What follows belongs to an exercise in optimizing a design on an open flow for small area; a production flow would make more cautious choices. Only simulation tests tie the RTL to the original design; equivalence was not proved. Power figures rest on the tool's default switching activity, not on a simulated workload. The flow treats the clock pin as an ideal source, which a real chip does not have.

==> inputs of branch amber <==
## fpu_lite
module fpu_lite (
  input  logic        clk_i,
  input  logic        reset_i,
  input  logic        issue_valid_i,
  output logic        issue_ready_o,
  input  logic [31:0] issue_instr_i,
  input  logic [31:0] issue_int_op_i,
  output logic        issue_accept_o,
  output logic        result_valid_o,
  input  logic        result_ready_i,
  output logic [31:0] result_data_o,
  output logic [4:0]  result_rd_o,
  output logic        result_we_o
);
clock: 4.5 ns
lec_check: 0
cap_margin: 20
core_margin: 2
core_utilization: 60
cts_cluster_diameter: 100
cts_cluster_size: 30
gpl_timing_driven: 1
setup_slack_margin: 0.3
slew_margin: 20
synth_hierarchical: 1
synth_minimum_keep_size: 0
standard.sh (not shown) runs the stock make flow with config.mk's settings and CLKGATE_MAP_FILE= SYNTH_SCRIPT=/design/flow/synth_recipe.tcl, a recipe that flattens the netlist after the stock synthesis.
==> flow/flow/run.sh <==
#!/bin/bash
set -euo pipefail
bash standard.sh synth > log_synth.txt 2>&1
export BUFFER_PORTS_ARGS="-buffer_cell sky130_fd_sc_hd__buf_1"
export CTS_ARGS="-sink_clustering_enable -repair_clock_nets -sink_clustering_size 30 -sink_clustering_max_diameter 100 -dont_use_dummy_load"
bash standard.sh floorplan > log_floorplan.txt 2>&1
bash standard.sh place > log_place.txt 2>&1
bash standard.sh cts > log_cts.txt 2>&1
bash standard.sh route > log_route.txt 2>&1
bash standard.sh finish > log_finish.txt 2>&1
test -f out/final.def
==> branch cedar: changes against branch amber <==
--- a/flow/design.v
+++ b/flow/design.v
@@ -59,60 +59,63 @@
       ex_xw_q  <= is_xw;
       ex_rd_q  <= rd;
       res_xw_q <= ex_xw_q;
       res_rd_q <= ex_rd_q;
     end
   end
   logic [31:0][31:0] rf_q;
   logic [31:0]       ex_q;
-  logic [1:0][31:0] rsel_h, rnsel_h;
+  logic [3:0][31:0] rsel_h;
+  logic [1:0][31:0] rnsel_h;
   logic [3:0]       wlo;
   logic [7:0]       whi;
   logic [3:0]       wlo_n;
   logic [7:0]       whi_n;
   fpu_lite_predec i_wpre (.a(rd), .en(fire_fp), .force1(reset_i), .lo(wlo), .hi(whi),
                           .lo_n(wlo_n), .hi_n(whi_n));
+  for (genvar h = 0; h < 4; h++) begin : gen_wq
+    fpu_lite_seldec i_rowdec (.lo_n(wlo_n), .hi_n(whi_n), .sel(rsel_h[h]));
+  end
   for (genvar h = 0; h < 2; h++) begin : gen_half
-    fpu_lite_rowdec i_rowdec (.lo(wlo), .hi(whi), .lo_n(wlo_n), .hi_n(whi_n),
-                              .sel(rsel_h[h]), .nsel(rnsel_h[h]));
+    fpu_lite_nseldec i_nrowdec (.lo(wlo), .hi(whi), .nsel(rnsel_h[h]));
   end
   logic [31:0]      cln;
   logic [3:0][31:0] col_h;
   logic             nreset;
   assign nreset = ~reset_i;
   for (genvar q = 0; q < 4; q++) begin : gen_quarter
     for (genvar j = 0; j < 32; j++) begin : gen_col
       fpu_lite_nand2 i_col (.a(cln[j]), .b(nreset), .y(col_h[q][j]));
     end
   end
   logic [31:0][31:0] rf_d;
   for (genvar k = 0; k < 32; k++) begin : gen_rf_row
     for (genvar j = 0; j < 32; j++) begin : gen_rf_bit
       fpu_lite_oai22 i_cell (.a0(rnsel_h[j / 16][k]), .a1(col_h[k / 8][j]), .b0(rf_q[k][j]),
-                             .b1(rsel_h[j / 16][k]), .y(rf_d[k][j]));
+                             .b1(rsel_h[j / 8][k]), .y(rf_d[k][j]));
     end
   end
   always_ff @(posedge clk_i) rf_q <= rf_d;
-  logic [1:0][31:0] sel1_h;
+  logic [3:0][31:0] sel1_h;
   logic [3:0]       rlo;
   logic [7:0]       rhi;
   logic [3:0]       rlo_n;
   logic [7:0]       rhi_n;
   fpu_lite_predec i_rpre (.a(rs1), .en(~is_wx), .force1(1'b0), .lo(rlo), .hi(rhi),
                           .lo_n(rlo_n), .hi_n(rhi_n));
-  for (genvar h = 0; h < 2; h++) begin : gen_sel1
+  for (genvar h = 0; h < 4; h++) begin : gen_sel1
     fpu_lite_seldec i_seldec (.lo_n(rlo_n), .hi_n(rhi_n), .sel(sel1_h[h]));
   end
   logic [31:0] ip;
   assign ip = issue_int_op_i ^ {32{p_q}};
   logic [31:0] raw1n;
   for (genvar j = 0; j < 32; j++) begin : gen_rd_bit
     logic [32:0] rsel;
-    assign rsel = {is_wx, sel1_h[j / 16]};
+    assign rsel = {is_wx, sel1_h[j / 8]};
     logic [32:0] rv;
     logic [10:0] g;
     logic [2:0]  n;
     for (genvar k = 0; k < 32; k++) begin : gen_rv
       assign rv[k] = rf_q[k][j];
     end
     assign rv[32] = ip[j];
     for (genvar m = 0; m < 11; m++) begin : gen_g
@@ -162,20 +165,18 @@
     assign lo[i]   = force1 | (en & (a[1:0] == i));
     assign lo_n[i] = ~lo[i];
   end
   for (genvar i = 0; i < 8; i++) begin : gen_hi
     assign hi[i]   = force1 | (a[4:2] == i);
     assign hi_n[i] = ~hi[i];
   end
 endmodule
-module fpu_lite_rowdec (input logic [3:0] lo, lo_n, input logic [7:0] hi, hi_n,
-                        output logic [31:0] sel, nsel);
-  for (genvar k = 0; k < 32; k++) begin : gen_row
-    assign sel[k]  = ~(lo_n[k % 4] | hi_n[k / 4]);
+module fpu_lite_nseldec (input logic [3:0] lo, input logic [7:0] hi, output logic [31:0] nsel);
+  for (genvar k = 0; k < 32; k++) begin : gen_nsel
     assign nsel[k] = ~(lo[k % 4] & hi[k / 4]);
   end
 endmodule
 module fpu_lite_seldec (input logic [3:0] lo_n, input logic [7:0] hi_n, output logic [31:0] sel);
   for (genvar k = 0; k < 32; k++) begin : gen_sel
     assign sel[k] = ~(lo_n[k % 4] | hi_n[k / 4]);
   end
 endmodule
==> flow/run.sh (new file) <==
#!/bin/bash
# synth_recipe.tcl (not shown) runs the flow's synth.tcl, then flattens the netlist and writes it again
# the make line also repeats each setting of config.mk as NAME=value (left out here)
make -C /OpenROAD-flow-scripts/flow DESIGN_CONFIG=/design/flow/config.mk WORK_HOME=/design/flow/orfs CLKGATE_MAP_FILE= SYNTH_SCRIPT=/design/flow/synth_recipe.tcl finish
Settings changed: CORE_UTILIZATION 60 to 70.
removed: flow/flow/run.sh
removed: flow/standard.sh
==> branch lagoon: changes against branch amber <==
==> flow/design.v (replaced) <==
`timescale 1ns/10ps
module fpu_lite (
  input  logic        clk_i,
  input  logic        reset_i,
  input  logic        issue_valid_i,
  output logic        issue_ready_o,
  input  logic [31:0] issue_instr_i,
  input  logic [31:0] issue_int_op_i,
  output logic        issue_accept_o,
  output logic        result_valid_o,
  input  logic        result_ready_i,
  output logic [31:0] result_data_o,
  output logic [4:0]  result_rd_o,
  output logic        result_we_o
);
  logic p_q;
  always_ff @(posedge clk_i) p_q <= ~(p_q | reset_i);
  logic [4:0] rd, rs1, rs2;
  logic [2:0] f3;
  logic [4:0] f7hi;
  assign rd   = issue_instr_i[11:7];
  assign f3   = issue_instr_i[14:12];
  assign rs1  = issue_instr_i[19:15];
  assign rs2  = issue_instr_i[24:20];
  assign f7hi = issue_instr_i[31:27];
  logic base_ok, dec_sgnj, dec_mvxw, dec_mvwx;
  assign base_ok  = (issue_instr_i[6:0] == 7'b1010011) && (issue_instr_i[26:25] == 2'b00);
  assign dec_sgnj = (f7hi == 5'b00100) && (f3[2] == 1'b0) && (f3[1:0] != 2'b11);
  assign dec_mvxw = (f7hi == 5'b11100) && (f3 == 3'b000) && (rs2 == 5'b0);
  assign dec_mvwx = (f7hi == 5'b11110) && (f3 == 3'b000) && (rs2 == 5'b0);
  assign issue_accept_o = base_ok && (dec_sgnj || dec_mvxw || dec_mvwx);
  logic is_wx, is_xw, is_sgnj;
  assign is_wx   = issue_instr_i[28];
  assign is_xw   = issue_instr_i[31] & ~issue_instr_i[28];
  assign is_sgnj = ~issue_instr_i[31];
  logic       ex_valid_q, ex_xw_q;
  logic [4:0] ex_rd_q;
  logic       res_valid_q, res_xw_q;
  logic [4:0] res_rd_q;
  logic advance, fire, fire_fp;
  assign advance = ~res_valid_q | result_ready_i;
  assign fire    = issue_valid_i & issue_accept_o & advance;
  assign fire_fp = fire & ~is_xw;
  assign issue_ready_o = advance;
  always_ff @(posedge clk_i) begin
    if (reset_i) begin
      ex_valid_q    <= 1'b0;
      res_valid_q   <= 1'b0;
    end else if (advance) begin
      ex_valid_q    <= issue_valid_i & issue_accept_o;
      res_valid_q   <= ex_valid_q;
    end
  end
  always_ff @(posedge clk_i) begin
    if (advance) begin
      ex_xw_q  <= is_xw;
      ex_rd_q  <= rd;
      res_xw_q <= ex_xw_q;
      res_rd_q <= ex_rd_q;
    end
  end
  logic [31:0][31:0] rf_q;
  logic [31:0]       ex_q;
  logic [1:0][31:0] rsel_h, rnsel_h;
  logic [1:0][31:0] col_h;
  logic [31:0]      cl;
  for (genvar h = 0; h < 2; h++) begin : gen_half
    fpu_lite_rowdec i_rowdec (.a(rd), .we(fire_fp), .rst(reset_i), .sel(rsel_h[h]), .nsel(rnsel_h[h]));
    for (genvar j = 0; j < 32; j++) begin : gen_col
      fpu_lite_or2 i_col (.a(cl[j]), .b(reset_i), .y(col_h[h][j]));
    end
  end
  logic [31:0][31:0] rf_d;
  for (genvar k = 0; k < 32; k++) begin : gen_rf_row
    for (genvar j = 0; j < 32; j++) begin : gen_rf_bit
      fpu_lite_oai22 i_cell (.a0(rnsel_h[j / 16][k]), .a1(col_h[k / 16][j]), .b0(rf_q[k][j]),
                             .b1(rsel_h[j / 16][k]), .y(rf_d[k][j]));
    end
  end
  always_ff @(posedge clk_i) rf_q <= rf_d;
  logic en1;
  assign en1 = ~is_wx;
  logic [1:0][31:0] sel1_h;
  for (genvar h = 0; h < 2; h++) begin : gen_sel1
    fpu_lite_seldec i_seldec (.a(rs1), .en(en1), .sel(sel1_h[h]));
  end
  logic [31:0] ip;
  assign ip = issue_int_op_i ^ {32{p_q}};
  logic [31:0] raw1;
  for (genvar j = 0; j < 32; j++) begin : gen_rd_bit
    logic [32:0] rsel;
    assign rsel = {is_wx, sel1_h[j / 16]};
    logic [32:0] rv;
    logic [10:0] g;
    logic [2:0]  n;
    for (genvar k = 0; k < 32; k++) begin : gen_rv
      assign rv[k] = rf_q[k][j];
    end
    assign rv[32] = ip[j];
    for (genvar m = 0; m < 11; m++) begin : gen_g
      fpu_lite_aoi222 i_g (.a0(rsel[3*m]), .b0(rv[3*m]), .a1(rsel[3*m+1]), .b1(rv[3*m+1]),
                           .a2(rsel[3*m+2]), .b2(rv[3*m+2]), .y(g[m]));
    end
    fpu_lite_nand4 i_n0 (.a(g[0]), .b(g[1]), .c(g[2]),  .d(g[3]),  .y(n[0]));
    fpu_lite_nand4 i_n1 (.a(g[4]), .b(g[5]), .c(g[6]),  .d(g[7]),  .y(n[1]));
    fpu_lite_nand3 i_n2 (.a(g[8]), .b(g[9]), .c(g[10]), .y(n[2]));
    fpu_lite_or3   i_o  (.a(n[0]), .b(n[1]), .c(n[2]), .y(raw1[j]));
  end
  logic [31:0] sgn_col;
  always_comb begin
    for (int k = 0; k < 32; k++) sgn_col[k] = rf_q[k][31];
  end
  logic raw2;
  assign raw2 = sgn_col[rs2];
  assign cl[30:0] = raw1[30:0];
  assign cl[31]   = is_sgnj ? (f3[1] ? (raw1[31] ^ raw2 ^ p_q) : (raw2 ^ f3[0])) : raw1[31];
  logic hold, load;
  assign hold = res_valid_q & ~result_ready_i;
  assign load = ~hold;
  logic [31:0] res_q, ex_d, res_d;
  for (genvar j = 0; j < 32; j++) begin : gen_pipe_bit
    fpu_lite_oai22 i_ex  (.a0(hold), .a1(cl[j]),   .b0(ex_q[j]),  .b1(load), .y(ex_d[j]));
    fpu_lite_oai22 i_res (.a0(hold), .a1(ex_q[j]), .b0(res_q[j]), .b1(load), .y(res_d[j]));
  end
  always_ff @(posedge clk_i) begin
    ex_q  <= ex_d;
    res_q <= res_d;
  end
  assign result_valid_o = res_valid_q;
  assign result_data_o  = res_q ^ {32{p_q}};
  assign result_rd_o    = res_rd_q;
  assign result_we_o    = res_xw_q;
endmodule
module fpu_lite_rowdec (input logic [4:0] a, input logic we, rst,
                        output logic [31:0] sel, nsel);
  logic [3:0] lo;
  logic [7:0] hi;
  for (genvar i = 0; i < 4; i++) begin : gen_lo
    assign lo[i] = rst | (we & (a[1:0] == i));
  end
  for (genvar i = 0; i < 8; i++) begin : gen_hi
    assign hi[i] = rst | (a[4:2] == i);
  end
  for (genvar k = 0; k < 32; k++) begin : gen_row
    assign sel[k]  = lo[k % 4] & hi[k / 4];
    assign nsel[k] = ~sel[k];
  end
endmodule
module fpu_lite_seldec (input logic [4:0] a, input logic en, output logic [31:0] sel);
  for (genvar k = 0; k < 32; k++) begin : gen_sel
    assign sel[k] = en & (a == k);
  end
endmodule
module fpu_lite_or2 (input logic a, b, output logic y);
  assign y = a | b;
endmodule
module fpu_lite_oai22 (input logic a0, a1, b0, b1, output logic y);
  assign y = ~((a0 | a1) & (b0 | b1));
endmodule
module fpu_lite_aoi222 (input logic a0, b0, a1, b1, a2, b2, output logic y);
  assign y = ~((a0 & b0) | (a1 & b1) | (a2 & b2));
endmodule
module fpu_lite_aoi22 (input logic a0, b0, a1, b1, output logic y);
  assign y = ~((a0 & b0) | (a1 & b1));
endmodule
module fpu_lite_nand4 (input logic a, b, c, d, output logic y);
  assign y = ~(a & b & c & d);
endmodule
module fpu_lite_nand3 (input logic a, b, c, output logic y);
  assign y = ~(a & b & c);
endmodule
module fpu_lite_or3 (input logic a, b, c, output logic y);
  assign y = a | b | c;
endmodule
Settings changed: GPL_TIMING_DRIVEN 1 to 0, SETUP_SLACK_MARGIN 0.3 to default.
==> summary of the runs <==
Between branch amber and branch cedar, the lower critical path depth is in branch cedar (gap 1).
Cell count: branch lagoon < branch cedar < branch amber.
Register-to-register slack, highest first: branch amber, branch cedar, branch lagoon.
Sequential share of layout area: branch cedar is lower than branch amber (1.1 points).
Branch amber finished with timing, DRC and antenna clean. Branch cedar completed with no timing, DRC or antenna violations. Branch lagoon completed, yet does not pass: setup timing.
Count of clock-buffer cells in the layout is the same in branch lagoon and branch amber.
Synthesized area, highest first: branch cedar, branch lagoon, branch amber.
In branch amber the synthesized cell count is smaller than in branch cedar, by 4.3%.
Die area: branch lagoon > branch amber > branch cedar.
In branch cedar the utilization is higher than in branch amber, by 11 points.
Clock power: branch cedar is larger than branch amber (about 3%).

separate check: timing with driven ports:
No port has a modelled driver above. Below, the same layouts with a new extraction and two added sets of constraints. Step 1 assumes that a clkbuf_16 drives the clock port and a buf_2 every other input. Step 2 adds t to the input delays and takes it off the output delays; t is the mean of the earliest and latest rising clock arrival at the registers after step 1. Input paths then give back, and output paths get back, about the clock's delay inside the block. Slacks: no drivers / after step 1 / after step 2; pairs: no drivers / after step 1.
run	t (ns)	slack for setup (ns)	slew at the worst register clock pin (ns)	worst data-port slew with drivers (ns)
branch amber	0.675	0.455 / 0.493 / -0.182	0.12 / 0.12	0.09
branch cedar	0.687	0.283 / 0.300 / -0.366	0.11 / 0.11	0.10
branch lagoon	0.689	-0.077 / -0.035 / -0.724	0.12 / 0.12	0.09
With both steps, setup timing fails in branch amber and branch cedar, where it was met with ideal ports. The setup slack of branch cedar, which loses most, moves by +0.017 ns with the drivers and by -0.649 ns with both steps.
